Background: an optimization exercise with open tools, aiming at a short achievable clock period and few clock cycles per item. Do not read the settings as production practice. The RTL was checked by simulation tests, not by an equivalence proof against the original design. Power figures rest on the tool's default switching activity, not on a simulated workload.

Setup of juniper:
## toy_memory
module toy_memory
#(
    parameter int         ADDR_W  = 8,
    parameter logic [7:0] IO_ADDR = toy_pkg::IO_ADDR_DEFAULT,
    parameter logic [7:0] OUT_RST = 8'h00
) (
    input  logic              CLK,
    input  logic              RESET_N,
    input  logic [toy_pkg::DATA_W-1:0] D_OUT,
    input  logic              MEM_EN,
    input  logic              WRITE_EN,
    output logic [toy_pkg::DATA_W-1:0] D_IN,
    output logic              READY,
    input  logic [toy_pkg::DATA_W-1:0] IN_PORT,
    output logic [toy_pkg::DATA_W-1:0] OUT_PORT,
    input  logic              LOAD_EN,
    input  logic [ADDR_W-1:0] LOAD_ADDR,
    input  logic [toy_pkg::DATA_W-1:0] LOAD_DATA,
    output logic              LOAD_ACK
);
Settings: LEC_CHECK=0, CAP_MARGIN=20, CORE_MARGIN=2, CORE_UTILIZATION=65, CTS_CLUSTER_DIAMETER=120, CTS_CLUSTER_SIZE=22, SETUP_SLACK_MARGIN=2.8, SLEW_MARGIN=20; clock period 5.0 ns.
run.sh (not shown) runs the stock make flow with config.mk's settings and CLKGATE_MAP_FILE= SYNTH_SCRIPT=/design/flow/synth_recipe.tcl, a recipe that flattens the netlist after the stock synthesis.
Testbench counts of juniper, summed over its fixed seeds: cycles 47,992, accesses 16,000.
The following lists how zinc was set up differently from juniper:
-- flow/config.mk --
<<< juniper, line 9
export CORE_MARGIN = 2
export CORE_UTILIZATION = 65
export CTS_CLUSTER_DIAMETER = 120
export CTS_CLUSTER_SIZE = 22
export SETUP_SLACK_MARGIN = 2.8
export SLEW_MARGIN = 20
>>> zinc, line 9
export CORE_MARGIN = 2
export CORE_UTILIZATION = 55
export CTS_CLUSTER_DIAMETER = 120
export CTS_CLUSTER_SIZE = 22
export SETUP_SLACK_MARGIN = 3.1
export SLEW_MARGIN = 20
==> comparison <==
- Compared with juniper, zinc shows wire length after detailed routing higher by 22,000 um.
- Going from juniper to zinc, sequential cell area in the final layout saw little to no change, design area saw an increase.
- Compared with juniper, in zinc non-clock buffer count climbed 80; routed length per instance climbed 3.6%; met1 demand-to-capacity share in global routing dropped 6.0 points; final worst-path setup slack climbed 0.079 ns; setup skew after layout climbed 0.021 ns.
Here is what was changed in the inputs of maple compared with zinc.
-- flow/config.mk --
<<< zinc, line 12
export CTS_CLUSTER_SIZE = 22
export SETUP_SLACK_MARGIN = 3.1
export SLEW_MARGIN = 20
>>> maple, line 12
export CTS_CLUSTER_SIZE = 22
export SETUP_SLACK_MARGIN = 2.8
export SLEW_MARGIN = 20
## What came out
maple reports its source of the critical timing path as d_in_q[1] while zinc reports out_q[0]. maple went all the way through the flow, and no timing, DRC or antenna check failed. Of zinc and maple, the lower part of the total power dissipated in combinational logic belongs to maple. maple — non-clock buffer count 104 lower, zinc as reference. Compared to zinc, maple has reported leakage power 3.9% lower. Summary of the comparison: fraction of standard cell area that is sequential is higher in maple, relative to zinc.
--- input diff maple..delta ---
-- flow/config.mk --
<<< maple, line 10
export CORE_UTILIZATION = 55
export CTS_CLUSTER_DIAMETER = 120
export CTS_CLUSTER_SIZE = 22
export SETUP_SLACK_MARGIN = 2.8
export SLEW_MARGIN = 20
>>> delta, line 10
export CORE_UTILIZATION = 55
export CTS_CLUSTER_DIAMETER = 150
export CTS_CLUSTER_SIZE = 25
export SETUP_SLACK_MARGIN = 3.0
export SLEW_MARGIN = 20
export TNS_END_PERCENT = 10
### Flow results
For the post-route fraction of the period consumed by the critical path, delta came in 1.8 points higher than maple did.
met2 capacity usage during global routing for delta is higher than for maple.
delta against maple: post-cts gate resize count has increased, critical path buffer and inverter count shows a reduction of 1, total met3 wirelength after detailed routing moved up, area taken by multi-input logic gates decreased by 2.2% relative to the old numbers, clock network fraction of total power went down by 1.4 points.
Compare maple and delta | non-clock buffer count lower: maple
Last weighted congestion value of the routability-driven placer is higher on maple

## what the ideal ports hide
How much do the figures lean on ideal ports? The routed layouts below were timed once more, with nothing changed but the port constraints.
Step 1, drivers: a clkbuf_16 drives CLK and a buf_2 each remaining input, both assumed.
Step 2 moves the port delays by t, midway between the first and last clock arrival at a register: inputs arrive t later, outputs are due t later. That takes back most of the time a late clock gives input paths.
Three values: no drivers, after step 1, after step 2; two values: the first two.
run	t (ns)	setup WS [ns]	cell pins on the clock port's net
juniper	0.851	2.591 / 2.509 / 1.923	1
zinc	0.853	2.670 / 2.586 / 2.177	1
maple	0.851	2.647 / 2.562 / 1.844	1
delta	0.851	2.557 / 2.490 / 1.940	1
After both steps setup and hold are still met in every run listed. For maple, which loses most, drivers alone change the setup slack by -0.085 ns; drivers and shift together by -0.803 ns.
